Source: an optimization exercise on an open RTL-to-GDS flow (aim: small area and a short achievable clock period). Production flows keep margins and buffers that such runs may drop. Function was checked by simulation only, so behaviour that the tests miss may differ from the original. Power and IR drop assume default switching activity.

==> inputs of trial 90 <==
==> flow/design.v (excerpt) <==
module lsu_top #(
    parameter int ADDR_W = 8
) (
    input  logic        clk,
    input  logic        rst,
    input  logic [4:0]  paddr,
    input  logic        psel,
    input  logic        penable,
    input  logic        pwrite,
    input  logic [31:0] pwdata,
    output logic [31:0] prdata,
    output logic        pready,
    output logic        pslverr
);
    logic [7:0]  base_lo;
    logic [31:0] wdata;
    logic [7:0]  byte_address;
    logic [1:0]  mem_size;
    logic        mem_sign;
    logic        load_ok;
    logic        store_ok;
    logic        misaligned;
    logic        illegal;
    logic [63:0] word_sel_n;
    logic [3:0]  lane_we_n;
    logic [1:0]  mem_size_q;
    logic [31:0] read_word;
    lsu_apb_regs i_regs (
        .clk          (clk),
        .rst          (rst),
        .paddr        (paddr),
        .psel         (psel),
        .penable      (penable),
        .pwrite       (pwrite),
        .pwdata       (pwdata),
        .prdata       (prdata),
        .pready       (pready),
        .pslverr      (pslverr),
        .base_lo      (base_lo),
        .wdata        (wdata),
        .byte_address (byte_address),
        .mem_size     (mem_size),
        .mem_sign     (mem_sign),
        .load_ok      (load_ok),
        .store_ok     (store_ok),
        .misaligned   (misaligned),
        .illegal      (illegal),
        .word_sel_n   (word_sel_n),
        .lane_we_n    (lane_we_n),
        .mem_size_q   (mem_size_q),
        .read_word    (read_word)
    );
    lsu_decoder i_decoder (
        .instr        (pwdata),
        .base_lo      (base_lo),
        .byte_address (byte_address),
        .mem_size     (mem_size),
        .mem_sign     (mem_sign),
        .load_ok      (load_ok),
        .store_ok     (store_ok),
        .misaligned   (misaligned),
        .illegal      (illegal)
    );
    data_memory i_memory (
        .clk        (clk),
        .word_sel_n (word_sel_n),
        .lane_we_n  (lane_we_n),
        .mem_size   (mem_size_q),
        .write_data (wdata),
        .read_word  (read_word)
    );
  ...
==> module lsu_decoder, before the edit <==
module lsu_decoder (
    input  logic [31:0] instr,
    input  logic [7:0]  base_lo,
    output logic [7:0]  byte_address,
    output logic [1:0]  mem_size,
    output logic        mem_sign,
    output logic        load_ok,
    output logic        store_ok,
    output logic        misaligned,
    output logic        illegal
);
    logic       is_load;
    logic       is_store;
    logic [2:0] funct3;
    logic [7:0] imm;
    logic [1:0] offset_load;
    logic [1:0] offset_store;
    logic       mis_load;
    logic       mis_store;
    logic       funct3_ok;
    logic       legal_load;
    logic       legal_store;
    assign is_load  = (instr[6:0] == lsu_pkg::OPC_LOAD);
    assign is_store = (instr[6:0] == lsu_pkg::OPC_STORE);
    assign funct3   = instr[14:12];
    assign imm          = instr[5] ? {instr[27:25], instr[11:7]} : instr[27:20];
    assign byte_address = base_lo + imm;
    assign offset_load  = base_lo[1:0] + instr[21:20];
    assign offset_store = base_lo[1:0] + instr[8:7];
    assign funct3_ok   = !(funct3[1] && funct3[0]) && !(funct3[2] && funct3[1]);
    assign legal_load  = is_load  && funct3_ok;
    assign legal_store = is_store && funct3_ok && !funct3[2];
    assign illegal     = !(legal_load || legal_store);
    assign mem_size = funct3[1:0];
    assign mem_sign = !funct3[2];
    assign mis_load  = (funct3[1:0] == 2'b01 && offset_load[0]) ||
                       (funct3[1:0] == 2'b10 && offset_load != 2'b00);
    assign mis_store = (funct3[1:0] == 2'b01 && offset_store[0]) ||
                       (funct3[1:0] == 2'b10 && offset_store != 2'b00);
    assign misaligned = (legal_load && mis_load) || (legal_store && mis_store);
    assign load_ok  = legal_load  && !mis_load;
    assign store_ok = legal_store && !mis_store;
endmodule
==> module lsu_apb_regs, before the edit <==
module lsu_apb_regs (
    input  logic        clk,
    input  logic        rst,
    input  logic [4:0]  paddr,
    input  logic        psel,
    input  logic        penable,
    input  logic        pwrite,
    input  logic [31:0] pwdata,
    output logic [31:0] prdata,
    output logic        pready,
    output logic        pslverr,
    output logic [7:0]  base_lo,
    output logic [31:0] wdata,
    input  logic [7:0]  byte_address,
    input  logic [1:0]  mem_size,
    input  logic        mem_sign,
    input  logic        load_ok,
    input  logic        store_ok,
    input  logic        misaligned,
    input  logic        illegal,
    output logic [63:0] word_sel_n,
    output logic [3:0]  lane_we_n,
    output logic [1:0]  mem_size_q,
    input  logic [31:0] read_word
);
    logic        setup;
    logic        instr_sel;
    logic        map_err;
    logic [31:0] base;
    logic [1:0]  status;
    logic        base_wr;
    logic        wdata_wr;
    logic [7:0]  addr_q;
    logic        sign_q;
    logic        store_go;
    logic        load_go;
    logic        load_read;
    logic        load_done;
    logic [31:0] read_q;
    logic [31:0] result_word;
    logic [3:0]  lane_mask;
    logic [31:0] result;
    logic [1:0]  result_offset;
    logic [1:0]  result_size;
    logic        result_sign;
    logic [7:0]  byte_lane;
    logic [15:0] half_lane;
    logic [31:0] result_view;
    assign setup     = psel && !penable;
    assign instr_sel = pwrite && (paddr == lsu_pkg::REG_INSTR);
    assign base_lo   = base[7:0];
    always_comb begin
        case (paddr)
            lsu_pkg::REG_INSTR:  map_err = !pwrite;
            lsu_pkg::REG_BASE,
            lsu_pkg::REG_WDATA:  map_err = 1'b0;
            lsu_pkg::REG_RESULT,
            lsu_pkg::REG_STATUS: map_err = pwrite;
            default:             map_err = 1'b1;
        endcase
    end
    assign result_word = load_done ? read_q : result;
    assign byte_lane   = result_word[8*result_offset +: 8];
    assign half_lane   = result_offset[1] ? result_word[31:16] : result_word[15:0];
    always_comb begin
        case (result_size)
            2'b00:   result_view = {{24{result_sign && byte_lane[7]}}, byte_lane};
            2'b01:   result_view = {{16{result_sign && half_lane[15]}}, half_lane};
            default: result_view = result_word;
        endcase
    end
    always_ff @(posedge clk) begin
        pready  <= !(setup && instr_sel);
        pslverr <= instr_sel ? (illegal || misaligned) : map_err;
        if (paddr[4]) begin
            prdata <= {30'b0, status};
        end else begin
            case (paddr[3:2])
                2'b01:   prdata <= base;
                2'b10:   prdata <= wdata;
                default: prdata <= result_view;
            endcase
        end
    end
    always_comb begin
        case (mem_size_q)
            2'b00:   lane_mask = 4'b0001 << addr_q[1:0];
            2'b01:   lane_mask = addr_q[1] ? 4'b1100 : 4'b0011;
            default: lane_mask = 4'b1111;
        endcase
    end
    always_ff @(posedge clk) begin
        addr_q     <= byte_address;
        mem_size_q <= mem_size;
        sign_q     <= mem_sign;
        base_wr    <= setup && pwrite && (paddr == lsu_pkg::REG_BASE);
        wdata_wr   <= setup && pwrite && (paddr == lsu_pkg::REG_WDATA);
        store_go   <= setup && instr_sel && store_ok;
        load_go    <= setup && instr_sel && load_ok;
        for (int w = 0; w < 64; w++) begin
            word_sel_n[w] <= (addr_q[7:2] != w[5:0]);
        end
        lane_we_n  <= ~(lane_mask & {4{store_go}});
        load_read  <= load_go;
        load_done  <= load_read;
        read_q     <= read_word;
    end
    always_ff @(posedge clk) begin
        if (rst) begin
            base          <= '0;
            wdata         <= '0;
            status        <= '0;
            result        <= '0;
            result_offset <= '0;
            result_size   <= '0;
            result_sign   <= 1'b0;
        end else begin
            if (base_wr) begin
                base <= pwdata;
            end
            if (wdata_wr) begin
                wdata <= pwdata;
            end
            if (setup && instr_sel) begin
                status <= {illegal, misaligned};
            end
            if (load_done) begin
                result        <= read_q;
            end
            if (load_read) begin
                result_offset <= addr_q[1:0];
                result_size   <= mem_size_q;
                result_sign   <= sign_q;
            end
        end
    end
endmodule
clock: 7.5 ns
lec_check: 0
cap_margin: 10
core_margin: 2
core_utilization: 65
cts_cluster_diameter: 100
cts_cluster_size: 28
setup_slack_margin: 4.9
slew_margin: 10
synth_memory_max_bits: 16384
standard.sh (not shown) runs the stock make flow with config.mk's settings and CLKGATE_MAP_FILE= SYNTH_SCRIPT=/design/flow/synth_recipe.tcl, a recipe that flattens the netlist after the stock synthesis.
==> flow/flow/run.sh <==
#!/bin/bash
# The standard layout (standard.sh), with two changes to how it is made:
#  - the port buffers are buf_4 cells instead of the default delay-buffer
#    choice (every input and output port still gets its own buffer);
#  - the resizer may change a cell's footprint when it sizes it.
# make's own output goes to flow_make.log here; each ORFS step writes its full
# log under orfs/logs/.
set -euo pipefail
bash standard.sh \
    'BUFFER_PORTS_ARGS=-buffer_cell sky130_fd_sc_hd__buf_4' \
    MATCH_CELL_FOOTPRINT=0 \
    finish > flow_make.log 2>&1
==> build 42: changes against trial 90 <==
--- a/flow/design.v
+++ b/flow/design.v
@@ -24,10 +24,7 @@
     logic       is_store;
     logic [2:0] funct3;
     logic [7:0] imm;
-    logic [1:0] offset_load;
-    logic [1:0] offset_store;
-    logic       mis_load;
-    logic       mis_store;
+    logic [1:0] offset;
     logic       funct3_ok;
     logic       legal_load;
     logic       legal_store;
@@ -36,21 +33,17 @@
     assign funct3   = instr[14:12];
     assign imm          = instr[5] ? {instr[27:25], instr[11:7]} : instr[27:20];
     assign byte_address = base_lo + imm;
-    assign offset_load  = base_lo[1:0] + instr[21:20];
-    assign offset_store = base_lo[1:0] + instr[8:7];
+    assign offset       = byte_address[1:0];
     assign funct3_ok   = !(funct3[1] && funct3[0]) && !(funct3[2] && funct3[1]);
     assign legal_load  = is_load  && funct3_ok;
     assign legal_store = is_store && funct3_ok && !funct3[2];
     assign illegal     = !(legal_load || legal_store);
     assign mem_size = funct3[1:0];
     assign mem_sign = !funct3[2];
-    assign mis_load  = (funct3[1:0] == 2'b01 && offset_load[0]) ||
-                       (funct3[1:0] == 2'b10 && offset_load != 2'b00);
-    assign mis_store = (funct3[1:0] == 2'b01 && offset_store[0]) ||
-                       (funct3[1:0] == 2'b10 && offset_store != 2'b00);
-    assign misaligned = (legal_load && mis_load) || (legal_store && mis_store);
-    assign load_ok  = legal_load  && !mis_load;
-    assign store_ok = legal_store && !mis_store;
+    assign misaligned = !illegal && ((funct3[1:0] == 2'b01 && offset[0]) ||
+                                     (funct3[1:0] == 2'b10 && offset != 2'b00));
+    assign load_ok  = legal_load  && !misaligned;
+    assign store_ok = legal_store && !misaligned;
 endmodule
 `timescale 1ns/1ps
 module data_memory (
@@ -124,9 +117,6 @@
     logic        store_go;
     logic        load_go;
     logic        load_read;
-    logic        load_done;
-    logic [31:0] read_q;
-    logic [31:0] result_word;
     logic [3:0]  lane_mask;
     logic [31:0] result;
     logic [1:0]  result_offset;
@@ -148,14 +138,13 @@
             default:             map_err = 1'b1;
         endcase
     end
-    assign result_word = load_done ? read_q : result;
-    assign byte_lane   = result_word[8*result_offset +: 8];
-    assign half_lane   = result_offset[1] ? result_word[31:16] : result_word[15:0];
+    assign byte_lane = result[8*result_offset +: 8];
+    assign half_lane = result_offset[1] ? result[31:16] : result[15:0];
     always_comb begin
         case (result_size)
             2'b00:   result_view = {{24{result_sign && byte_lane[7]}}, byte_lane};
             2'b01:   result_view = {{16{result_sign && half_lane[15]}}, half_lane};
-            default: result_view = result_word;
+            default: result_view = result;
         endcase
     end
     always_ff @(posedge clk) begin
@@ -191,8 +180,6 @@
         end
         lane_we_n  <= ~(lane_mask & {4{store_go}});
         load_read  <= load_go;
-        load_done  <= load_read;
-        read_q     <= read_word;
     end
     always_ff @(posedge clk) begin
         if (rst) begin
@@ -213,10 +200,8 @@
             if (setup && instr_sel) begin
                 status <= {illegal, misaligned};
             end
-            if (load_done) begin
-                result        <= read_q;
-            end
             if (load_read) begin
+                result        <= read_word;
                 result_offset <= addr_q[1:0];
                 result_size   <= mem_size_q;
                 result_sign   <= sign_q;
==> flow/config.mk (replaced) <==
export PLATFORM = sky130hd
export DESIGN_NAME = lsu_top
export DESIGN_NICKNAME = lsu_top
export VERILOG_FILES = /design/flow/design.v
export SDC_FILE = /design/flow/constraint.sdc
export NUM_CORES = 4
export LEC_CHECK = 0
export CAP_MARGIN = 20
export CORE_MARGIN = 2
export CORE_UTILIZATION = 60
export CTS_CLUSTER_DIAMETER = 80
export CTS_CLUSTER_SIZE = 24
export SETUP_SLACK_MARGIN = 4.75
export SLEW_MARGIN = 20
export SYNTH_MEMORY_MAX_BITS = 16384
==> summary of the runs <==
- Against build 42, the power of trial 90 is smaller by about 0.8%.
- Between build 42 and trial 90, the lower non-clock buffer count is in trial 90 (gap 68).
- In trial 90 the sequential power is larger than in build 42, by about 3%.
- Fmax: trial 90 is larger than build 42 (2.6%).
- Of trial 90 and build 42, build 42 has the higher count of clock-buffer cells in the layout (gap 15).
==> figures <==
quantity                                                   trial 90        build 42
Outcome                            no timing/DRC/antenna violations  no timing/DRC/antenna violations
Met3 Usage GRT                                               12.25%          14.16%
Highest fanout seen on the critical path                          1              25
Yosys top cell area share                                    74.86%          75.99%
Pre-CTS WS                                                 4.095 ns        3.800 ns
Row Count                                                       130             134
Setup Crit Path Kind                                        reg2out         reg2reg
Data required time at the worst endpoint                    6.00 ns         8.20 ns
Post-cts resize count                                           106             132
Share of cell area taken by multi-input logic gates          16.38%          15.82%
Drt total wl                                         286600 microns  302900 microns
Internal power component                                   16.43 mW        16.63 mW

[port drivers added, routing unchanged]
The flow's constraints put no driver on any port. The routed layouts listed below were extracted and timed again, unchanged, in two steps. Step 1 sets driving cells, clkbuf_16 on the clock port and buf_2 on the other inputs (assumed; they add their load-dependent delay and slew). Step 2 moves the port delays by t, midway between the first and last clock arrival at a register: inputs arrive t later, outputs are due t later. That takes back most of the time a late clock gives input paths. Three values: ideal ports, drivers, drivers and shift; two values: the first two.
run | shift t [ns] | setup slack, ns | worst hold slack (ns) | slew at the worst register clock pin (ns) | worst slew at a driven data input, ns
trial 90 | 0.836 | 4.729 / 4.643 / 4.204 | 0.390 / 0.390 / 0.390 | 0.12 / 0.12 | 0.09
build 42 | 0.848 | 4.656 / 4.656 / 3.909 | 0.357 / 0.357 / 0.357 | 0.11 / 0.11 | 0.10
After both steps setup and hold are still met in every run listed. The setup slack of build 42, which loses most, moves by 0.000 ns with the drivers and by -0.747 ns with both steps.
